What follows belongs to an exercise in optimizing a design on an open flow for small area and a short achievable clock period; a production flow would make more cautious choices. Only simulation tests tie the RTL to the original design; equivalence was not proved.

==> build 11 <==
Design mips, start of the top module:
module mips (
	input  logic                           clock,
	input  logic                           rst_n,
	input  logic                           imem_we,     
	input  logic [$clog2(64)-1:0] imem_addr,   
	input  logic [32-1:0]         imem_wdata,
	output logic [32-1:0]         pc,
	output logic [32-1:0]         alu_result,
	output logic [32-1:0]         data_mem
);
	logic [63:0][28:0] imem;
	logic [63:0][31:0] dmem;
	logic [31:0][31:0] regs;    
	logic [31:1]       valid;
	logic [29:0] pcw;
	logic [63:0] poh;
	logic [15:0] ir_imm;
	logic [4:0]  ir_wa;
	logic        ir_wen;
	logic        ir_lw;
	logic        ir_sw;
	logic        ir_beq;
	logic        ir_bc;
	logic [63:0] ir_toh;    
	logic        ir_sub;
	logic        ir_sum;
	logic        ir_and;
	logic        ir_or;
	logic        ir_slt;
	logic [31:0] opa;
	logic [31:0] opb;
	logic [31:0] opx;
	logic [63:0] drsel;
	logic [63:0] dwsel;
	logic        taken;
	logic [29:0] pcw_next;
	logic [63:0] poh_next;
	logic [63:0] seq_oh;
	logic [63:0] tgt_oh;
	logic ab_eq;
	eq32 mips_eq (
		.a  (opa),
		.b  (opb),
		.eq (ab_eq)
	);
	assign taken = ir_beq & ab_eq;
	pc_unit mips_pc (
		.pcw      (pcw),
		.taken    (taken),
		.bimm     (ir_imm),
		.bc       (ir_bc),
		.pcw_next (pcw_next)
	);
	assign seq_oh = {poh[62:0], poh[63]};
	assign tgt_oh = ir_toh;
  ...
clock: 14.0 ns
lec_check: 0
cap_margin: 20
core_margin: 2
core_utilization: 62
cts_cluster_diameter: 100
cts_cluster_size: 24
place_density: 0.75
slew_margin: 20
synth_hierarchical: 1
standard.sh (not shown) runs the stock make flow with config.mk's settings and CLKGATE_MAP_FILE= SYNTH_SCRIPT=/design/flow/synth_recipe.tcl, a recipe that flattens the netlist after the stock synthesis.
==> flow/flow/run.sh <==
#!/bin/bash
set -uo pipefail
bash standard.sh SETUP_SLACK_MARGIN=8 \
  "BUFFER_PORTS_ARGS=-buffer_cell sky130_fd_sc_hd__buf_4" \
  finish > make_finish.log 2>&1
==> inputs of trial 60, as changes to build 11 <==
--- a/flow/design.v
+++ b/flow/design.v
@@ -100,40 +100,55 @@
 		g_inv u_c0 (.a(cin), .y(cn[0]));
 		for (genvar i = 1; i < N; i++) begin : g_c
 			assign cn[i] = gg[L][i-1];
 		end
 	endgenerate
 endmodule
+module g_mux2i (input logic s, a0, a1, output logic y);
+	assign y = ~(s ? a1 : a0);
+endmodule
 module alu (
 	input  logic [31:0] a,
 	input  logic [31:0] b,        
 	input  logic [31:0] x,        
 	input  logic        sub,      
 	input  logic        sel_sum,  
 	input  logic        sel_and,
 	input  logic        sel_or,
 	input  logic        sel_slt,
-	output logic [31:0] result
+	output logic [31:0] result,      
+	output logic [31:0] result_wb    
 );
 	logic [31:0] p;
-	logic [31:0] cn;
-	logic [31:0] sum;
-	logic        less;
+	logic [31:0] cn;      
 	logic [31:0] other;
+	logic [31:0] r_c0;    
+	logic [31:0] r_c1;    
+	logic [31:0] csel;
 	ks_add #(.N(32)) u_add (
 		.a   (a),
 		.b   (x),
 		.cin (sub),
 		.p   (p),
 		.cn  (cn)
 	);
-	assign sum  = p ~^ cn;
-	assign less = (a[31] ^ b[31]) ? a[31] : sum[31];
-	assign other  = ({32{sel_and}} & (a & b)) | ({32{sel_or}} & (a | b)) |
-	                {31'b0, sel_slt & less};
-	assign result = ({32{sel_sum}} & sum) | other;
+	assign other = ({32{sel_and}} & (a & b)) | ({32{sel_or}} & (a | b));
+	assign r_c0[31:1] = ({31{sel_sum}} & p[31:1])  | other[31:1];
+	assign r_c1[31:1] = ({31{sel_sum}} & ~p[31:1]) | other[31:1];
+	assign csel[31:1] = cn[31:1];
+	logic r0_base;
+	assign r0_base = (sel_sum & (p[0] ^ sub)) | other[0];
+	assign r_c0[0] = r0_base | (sel_slt & ((a[31] ^ b[31]) ? a[31] :  p[31]));
+	assign r_c1[0] = r0_base | (sel_slt & ((a[31] ^ b[31]) ? a[31] : ~p[31]));
+	assign csel[0] = cn[31];
+	generate
+		for (genvar i = 0; i < 32; i++) begin : g_res
+			g_mux2i u (.s(csel[i]), .a0(~r_c1[i]), .a1(~r_c0[i]), .y(result[i]));
+			g_mux2i u_wb (.s(csel[i]), .a0(~r_c1[i]), .a1(~r_c0[i]), .y(result_wb[i]));
+		end
+	endgenerate
 endmodule
 module control (
 	input  logic [31:0] instr,
 	input  logic [5:0]  waddr,
 	output logic [28:0] pinstr
 );
@@ -433,22 +448,24 @@
 		ir_sub <= d_sub;
 		ir_sum <= !(d_r && (p[2:0] == 3'd2 || p[2:0] == 3'd3 || p[2:0] == 3'd4));
 		ir_and <= d_r && p[2:0] == 3'd2;
 		ir_or  <= d_r && p[2:0] == 3'd3;
 		ir_slt <= d_r && p[2:0] == 3'd4;
 	end
+	logic [31:0] alu_wb;
 	alu mips_alu (
 		.a       (opa),
 		.b       (opb),
 		.x       (opx),
 		.sub     (ir_sub),
 		.sel_sum (ir_sum),
 		.sel_and (ir_and),
 		.sel_or  (ir_or),
 		.sel_slt (ir_slt),
-		.result  (alu_result)
+		.result    (alu_result),
+		.result_wb (alu_wb)
 	);
 	logic [31:0] dm_rdata;
 	always_ff @(posedge clock) begin
 		for (int i = 0; i < 64; i++) begin
 			if (rst_n && dwsel[i]) begin
 				dmem[i] <= opb;
@@ -459,13 +476,13 @@
 		.words (dmem),
 		.sel   (drsel),
 		.q     (dm_rdata)
 	);
 	assign data_mem = dm_rdata;    
 	logic [31:0] wb_data;
-	assign wb_data = ir_lw ? dm_rdata : alu_result;
+	assign wb_data = ir_lw ? dm_rdata : alu_wb;
 	always_ff @(posedge clock) begin
 		for (int i = 1; i < 32; i++) begin
 			if (rst_n && ir_wen && ir_wa == 5'(i)) begin
 				regs[i] <= wb_data;
 			end
 		end
@@ -490,19 +507,21 @@
 	logic [31:1] rvalid;
 	assign rvalid = valid & {31{rst_n}};
 	assign rsel1 = taken ? ((32'd1 << tgt_pinstr[25:21]) & {rvalid, 1'b0})
 	                     : ((32'd1 << seq_pinstr[25:21]) & {rvalid, 1'b0});
 	assign rsel2 = taken ? ((32'd1 << tgt_pinstr[20:16]) & {rvalid, 1'b0})
 	                     : ((32'd1 << seq_pinstr[20:16]) & {rvalid, 1'b0});
+	logic [31:0][31:0] rf_words;
+	assign rf_words = {regs[31:1], regs[1]};
 	i_mem #(.W(32), .N(32)) mips_rf_rd1 (
-		.words (regs),
+		.words (rf_words),
 		.sel   (rsel1),
 		.q     (rf_rd1)
 	);
 	i_mem #(.W(32), .N(32)) mips_rf_rd2 (
-		.words (regs),
+		.words (rf_words),
 		.sel   (rsel2),
 		.q     (rf_rd2)
 	);
 	logic [31:0] a_nx;
 	logic [31:0] b_nx;
 	logic [31:0] x_nx;
==> flow/flow/run.sh (replaced) <==
#!/bin/bash
set -uo pipefail
bash standard.sh SETUP_SLACK_MARGIN=8.5 \
  "BUFFER_PORTS_ARGS=-buffer_cell sky130_fd_sc_hd__buf_4" \
  finish > make_finish.log 2>&1
==> inputs of build 5, as changes to build 11 <==
--- a/flow/design.v
+++ b/flow/design.v
@@ -40,100 +40,84 @@
 		alu_op_t alu_op;
 	} ctrl_t;
 endpackage
 module g_and2 (input logic a, b, output logic y);
 	assign y = a & b;
 endmodule
-module g_a21oi (input logic a1, a2, b1, output logic y);
-	assign y = ~((a1 & a2) | b1);
-endmodule
-module g_o21ai (input logic a1, a2, b1, output logic y);
-	assign y = ~((a1 | a2) & b1);
-endmodule
 module g_ao21 (input logic a1, a2, b1, output logic y);
 	assign y = (a1 & a2) | b1;
 endmodule
 module ks_add #(
 	parameter int N = 32
 ) (
 	input  logic [N-1:0] a,
 	input  logic [N-1:0] b,
 	input  logic         cin,
-	output logic [N-1:0] p,
-	output logic [N-1:0] cn
+	output logic [N-1:0] s,
+	output logic [N-1:0] c
 );
 	localparam int L = $clog2(N);
+	logic [N-1:0] p;
 	logic [N-1:0] g0;
-	logic [N-1:0] gg [L+1];
-	logic [N-1:0] pp [L+1];
+	logic [N-1:0] gg [L+1];    
+	logic [N-1:0] pp [L+1];    
 	generate
 		for (genvar i = 0; i < N; i++) begin : g_pg
 			g_xor2 u_p (.a(a[i]), .b(b[i]), .y(p[i]));
 			g_and2 u_g (.a(a[i]), .b(b[i]), .y(g0[i]));
 		end
 		g_ao21 u_g0 (.a1(p[0]), .a2(cin), .b1(g0[0]), .y(gg[0][0]));
 		assign gg[0][N-1:1] = g0[N-1:1];
 		assign pp[0] = p;
 		for (genvar k = 0; k < L; k++) begin : g_lv
 			for (genvar i = 0; i < N; i++) begin : g_node
 				if (i >= (1 << k)) begin : g_comb
-					if (k % 2 == 0) begin : g_aoi
-						g_a21oi u_g (.a1(pp[k][i]), .a2(gg[k][i - (1 << k)]), .b1(gg[k][i]), .y(gg[k+1][i]));
-						if (i >= (2 << k)) begin : g_p
-							g_nand2 u_p (.a(pp[k][i]), .b(pp[k][i - (1 << k)]), .y(pp[k+1][i]));
-						end else begin : g_np
-							assign pp[k+1][i] = 1'b0;
-						end
-					end else begin : g_oai
-						g_o21ai u_g (.a1(pp[k][i]), .a2(gg[k][i - (1 << k)]), .b1(gg[k][i]), .y(gg[k+1][i]));
-						if (i >= (2 << k)) begin : g_p
-							g_nor2 u_p (.a(pp[k][i]), .b(pp[k][i - (1 << k)]), .y(pp[k+1][i]));
-						end else begin : g_np
-							assign pp[k+1][i] = 1'b0;
-						end
-					end
+					g_ao21 u_g (.a1(pp[k][i]), .a2(gg[k][i - (1 << k)]), .b1(gg[k][i]), .y(gg[k+1][i]));
+					g_and2 u_p (.a(pp[k][i]), .b(pp[k][i - (1 << k)]), .y(pp[k+1][i]));
 				end else begin : g_pass
-					g_inv u_g (.a(gg[k][i]), .y(gg[k+1][i]));
-					assign pp[k+1][i] = 1'b0;
+					assign gg[k+1][i] = gg[k][i];
+					assign pp[k+1][i] = pp[k][i];
 				end
 			end
 		end
-		g_inv u_c0 (.a(cin), .y(cn[0]));
+		assign c[0] = cin;
 		for (genvar i = 1; i < N; i++) begin : g_c
-			assign cn[i] = gg[L][i-1];
+			assign c[i] = gg[L][i-1];
+		end
+		for (genvar i = 0; i < N; i++) begin : g_s
+			g_xor2 u_s (.a(p[i]), .b(c[i]), .y(s[i]));
 		end
 	endgenerate
 endmodule
 module alu (
 	input  logic [31:0] a,
 	input  logic [31:0] b,        
 	input  logic [31:0] x,        
 	input  logic        sub,      
-	input  logic        sel_sum,  
 	input  logic        sel_and,
 	input  logic        sel_or,
 	input  logic        sel_slt,
 	output logic [31:0] result
 );
-	logic [31:0] p;
-	logic [31:0] cn;
 	logic [31:0] sum;
+	logic [31:0] carry;
 	logic        less;
-	logic [31:0] other;
 	ks_add #(.N(32)) u_add (
 		.a   (a),
 		.b   (x),
 		.cin (sub),
-		.p   (p),
-		.cn  (cn)
+		.s   (sum),
+		.c   (carry)
 	);
-	assign sum  = p ~^ cn;
 	assign less = (a[31] ^ b[31]) ? a[31] : sum[31];
-	assign other  = ({32{sel_and}} & (a & b)) | ({32{sel_or}} & (a | b)) |
-	                {31'b0, sel_slt & less};
-	assign result = ({32{sel_sum}} & sum) | other;
+	always_comb begin
+		if (sel_and)      result = a & b;
+		else if (sel_or)  result = a | b;
+		else if (sel_slt) result = {31'b0, less};
+		else              result = sum;
+	end
 endmodule
 module control (
 	input  logic [31:0] instr,
 	input  logic [5:0]  waddr,
 	output logic [28:0] pinstr
 );
@@ -257,68 +241,35 @@
 		for (genvar i = 0; i < 2; i++) begin : g_4
 			g_nand2 u (.a(e3[2*i]), .b(e3[2*i+1]), .y(e4[i]));
 		end
 	endgenerate
 	g_nor2 u_5 (.a(e4[0]), .b(e4[1]), .y(eq));
 endmodule
-module g_and3 (input logic a, b, c, output logic y);
-	assign y = a & b & c;
-endmodule
-module g_xnor2 (input logic a, b, output logic y);
-	assign y = ~(a ^ b);
-endmodule
-module g_and4 (input logic a, b, c, d, output logic y);
-	assign y = a & b & c & d;
-endmodule
 module d_mem (
 	input  logic [7:0]  a,
 	input  logic [7:0]  imm,
-	input  logic        rd,
-	input  logic        wr,
-	output logic [63:0] rsel,
-	output logic [63:0] wsel
+	output logic [63:0] sel
 );
-	logic [7:0] p;
-	logic [7:0] cn;
-	logic [7:2] ad;     
-	logic [7:2] adn;    
-	logic [7:0] lit [6];
+	logic [7:0] addr;
+	logic [7:0] carry;
 	logic [7:0] lo;
-	logic [7:0] hi_r;
-	logic [7:0] hi_w;
+	logic [7:0] hi;
 	ks_add #(.N(8)) u_add (
 		.a   (a),
 		.b   (imm),
 		.cin (1'b0),
-		.p   (p),
-		.cn  (cn)
+		.s   (addr),
+		.c   (carry)
 	);
-	generate
-		for (genvar i = 2; i < 8; i++) begin : g_ad
-			g_xnor2 u_t (.a(p[i]), .b(cn[i]), .y(ad[i]));
-			g_xor2  u_f (.a(p[i]), .b(cn[i]), .y(adn[i]));
-		end
-		for (genvar j = 0; j < 6; j++) begin : g_lit
-			for (genvar v = 0; v < 8; v++) begin : g_v
-				if (((v >> (j % 3)) & 1) == 1) begin : g_t
-					assign lit[j][v] = ad[j + 2];
-				end else begin : g_f
-					assign lit[j][v] = adn[j + 2];
-				end
-			end
-		end
-		for (genvar v = 0; v < 8; v++) begin : g_pre
-			g_and3 u_lo (.a(lit[0][v]), .b(lit[1][v]), .c(lit[2][v]), .y(lo[v]));
-			g_and4 u_hr (.a(lit[3][v]), .b(lit[4][v]), .c(lit[5][v]), .d(rd), .y(hi_r[v]));
-			g_and4 u_hw (.a(lit[3][v]), .b(lit[4][v]), .c(lit[5][v]), .d(wr), .y(hi_w[v]));
-		end
-		for (genvar i = 0; i < 64; i++) begin : g_sel
-			g_and2 u_r (.a(hi_r[i / 8]), .b(lo[i % 8]), .y(rsel[i]));
-			g_and2 u_w (.a(hi_w[i / 8]), .b(lo[i % 8]), .y(wsel[i]));
+	assign lo = 8'd1 << addr[4:2];
+	assign hi = 8'd1 << addr[7:5];
+	always_comb begin
+		for (int i = 0; i < 64; i++) begin
+			sel[i] = hi[i / 8] & lo[i % 8];
 		end
-	endgenerate
+	end
 endmodule
 module mips (
 	input  logic                           clock,
 	input  logic                           rst_n,
 	input  logic                           imem_we,     
 	input  logic [$clog2(64)-1:0] imem_addr,   
@@ -339,21 +290,19 @@
 	logic        ir_lw;
 	logic        ir_sw;
 	logic        ir_beq;
 	logic        ir_bc;
 	logic [63:0] ir_toh;    
 	logic        ir_sub;
-	logic        ir_sum;
 	logic        ir_and;
 	logic        ir_or;
 	logic        ir_slt;
 	logic [31:0] opa;
 	logic [31:0] opb;
 	logic [31:0] opx;
-	logic [63:0] drsel;
-	logic [63:0] dwsel;
+	logic [63:0] dsel;
 	logic        taken;
 	logic [29:0] pcw_next;
 	logic [63:0] poh_next;
 	logic [63:0] seq_oh;
 	logic [63:0] tgt_oh;
 	logic ab_eq;
@@ -428,42 +377,40 @@
 		ir_lw  <= p[28:26] == 3'd2;
 		ir_sw  <= p[28:26] == 3'd3;
 		ir_beq <= p[28:27] == 2'b10;
 		ir_bc  <= p[26];
 		ir_toh <= 64'd1 << p[5:0];
 		ir_sub <= d_sub;
-		ir_sum <= !(d_r && (p[2:0] == 3'd2 || p[2:0] == 3'd3 || p[2:0] == 3'd4));
 		ir_and <= d_r && p[2:0] == 3'd2;
 		ir_or  <= d_r && p[2:0] == 3'd3;
 		ir_slt <= d_r && p[2:0] == 3'd4;
 	end
 	alu mips_alu (
 		.a       (opa),
 		.b       (opb),
 		.x       (opx),
 		.sub     (ir_sub),
-		.sel_sum (ir_sum),
 		.sel_and (ir_and),
 		.sel_or  (ir_or),
 		.sel_slt (ir_slt),
 		.result  (alu_result)
 	);
 	logic [31:0] dm_rdata;
 	always_ff @(posedge clock) begin
 		for (int i = 0; i < 64; i++) begin
-			if (rst_n && dwsel[i]) begin
+			if (rst_n && ir_sw && dsel[i]) begin
 				dmem[i] <= opb;
 			end
 		end
 	end
 	i_mem #(.W(32), .N(64)) mips_d_mem (
 		.words (dmem),
-		.sel   (drsel),
+		.sel   (dsel),
 		.q     (dm_rdata)
 	);
-	assign data_mem = dm_rdata;    
+	assign data_mem = ir_lw ? dm_rdata : '0;
 	logic [31:0] wb_data;
 	assign wb_data = ir_lw ? dm_rdata : alu_result;
 	always_ff @(posedge clock) begin
 		for (int i = 1; i < 32; i++) begin
 			if (rst_n && ir_wen && ir_wa == 5'(i)) begin
 				regs[i] <= wb_data;
@@ -484,18 +431,14 @@
 	logic [31:0] rsel1;
 	logic [31:0] rsel2;
 	logic [31:0] rf_rd1;
 	logic [31:0] rf_rd2;
 	assign rs_n  = nx_pinstr[25:21];
 	assign rt_n  = nx_pinstr[20:16];
-	logic [31:1] rvalid;
-	assign rvalid = valid & {31{rst_n}};
-	assign rsel1 = taken ? ((32'd1 << tgt_pinstr[25:21]) & {rvalid, 1'b0})
-	                     : ((32'd1 << seq_pinstr[25:21]) & {rvalid, 1'b0});
-	assign rsel2 = taken ? ((32'd1 << tgt_pinstr[20:16]) & {rvalid, 1'b0})
-	                     : ((32'd1 << seq_pinstr[20:16]) & {rvalid, 1'b0});
+	assign rsel1 = (32'd1 << rs_n) & {valid, 1'b0};
+	assign rsel2 = (32'd1 << rt_n) & {valid, 1'b0};
 	i_mem #(.W(32), .N(32)) mips_rf_rd1 (
 		.words (regs),
 		.sel   (rsel1),
 		.q     (rf_rd1)
 	);
 	i_mem #(.W(32), .N(32)) mips_rf_rd2 (
@@ -503,27 +446,22 @@
 		.sel   (rsel2),
 		.q     (rf_rd2)
 	);
 	logic [31:0] a_nx;
 	logic [31:0] b_nx;
 	logic [31:0] x_nx;
-	logic [63:0] drsel_nx;
-	logic [63:0] dwsel_nx;
+	logic [63:0] dsel_nx;
 	d_mem mips_d_sel (
 		.a   (a_nx[7:0]),
 		.imm (p[7:0]),
-		.rd   (p[28:26] == 3'd2),
-		.wr   (p[28:26] == 3'd3),
-		.rsel (drsel_nx),
-		.wsel (dwsel_nx)
+		.sel (dsel_nx)
 	);
-	assign a_nx  = (rst_n && ir_wen && ir_wa == rs_n) ? wb_data : rf_rd1;
-	assign b_nx  = (rst_n && ir_wen && ir_wa == rt_n) ? wb_data : rf_rd2;
+	assign a_nx  = !rst_n ? '0 : (ir_wen && ir_wa == rs_n) ? wb_data : rf_rd1;
+	assign b_nx  = !rst_n ? '0 : (ir_wen && ir_wa == rt_n) ? wb_data : rf_rd2;
 	assign x_nx  = (d_alu_src ? {{16{p[15]}}, p[15:0]} : b_nx) ^ {32{d_sub}};
 	always_ff @(posedge clock) begin
 		opa  <= a_nx;
 		opb  <= b_nx;
 		opx  <= x_nx;
-		drsel <= drsel_nx;
-		dwsel <= dwsel_nx;
+		dsel <= dsel_nx;
 	end
 endmodule
Settings changed: CORE_UTILIZATION 62 to 50, CTS_CLUSTER_SIZE 24 to 30, PLACE_DENSITY 0.75 to 0.65.
==> impl_results.md <==
* Status: timing/DRC/antenna clean
* Non-CTS buffers at 757
* CP delay by family, top: simple AND/OR/NAND/NOR gates
* Worst setup path endpoint: opx[25]$_DFF_P_
* DR WL met2 at 313 mm
* Initial Utilization at 62.3%
* Met2 Usage GRT at 59.6%
* Final Non-Filler Cells at 21200
* Vias in the first global route at 143000
The numbers above come from build 11.

==> impl_results.md <==
* Status: finished with violations
* Fail Reasons: antenna rules
* DR WL met2 at 331 mm
* Vias in the first global route at 144000
* Non-CTS buffers at 976
* Top Registers: dmem (2048), imem (1856), regs (992)
* Detail Route Antenna Nets at 1
The numbers above come from trial 60.

==> impl_results.md <==
* Status: timing/DRC/antenna clean
* Met2 Usage GRT at 51.2%
* Vias in the first global route at 138000
* CP delay by family, top: compound AO/OA/AOI/OAI gates
* Initial Utilization at 50.2%
* Worst setup path endpoint: alu_result[24]
The numbers above come from build 5.

==> static timing again, ports no longer ideal <==
The results above use ideal ports. As a check the final layouts listed here were re-extracted and re-timed, cells and wires unchanged. Step 1 sets driving cells, clkbuf_16 on the clock port and buf_2 on the other inputs (assumed; they add their load-dependent delay and slew). Step 2, shift: input delay + t, output delay - t, t = (earliest + latest rising clock arrival at the registers) / 2. This alone moves slack from input paths to output paths. Slacks: ideal / step 1 / step 2; pairs: ideal / step 1.
| run | t, ns | slack for setup (ns) | hold slack, ns | slew at the worst register clock pin (ns) | worst data-port slew with drivers (ns) |
|---|---|---|---|---|---|
| build 11 | 1.086 | 7.828 / 7.800 / 7.040 | 0.483 / 0.483 / 0.483 | 0.11 / 0.11 | 0.07 |
| trial 60 | 1.097 | 7.947 / 7.850 / 7.267 | 0.523 / 0.523 / 0.523 | 0.11 / 0.11 | 0.07 |
| build 5 | 1.111 | 7.588 / 7.468 / 6.924 | 0.479 / 0.479 / 0.479 | 0.12 / 0.12 | 0.05 |
The setup slack of build 11, which loses most, moves by -0.028 ns with the drivers and by -0.788 ns with both steps.
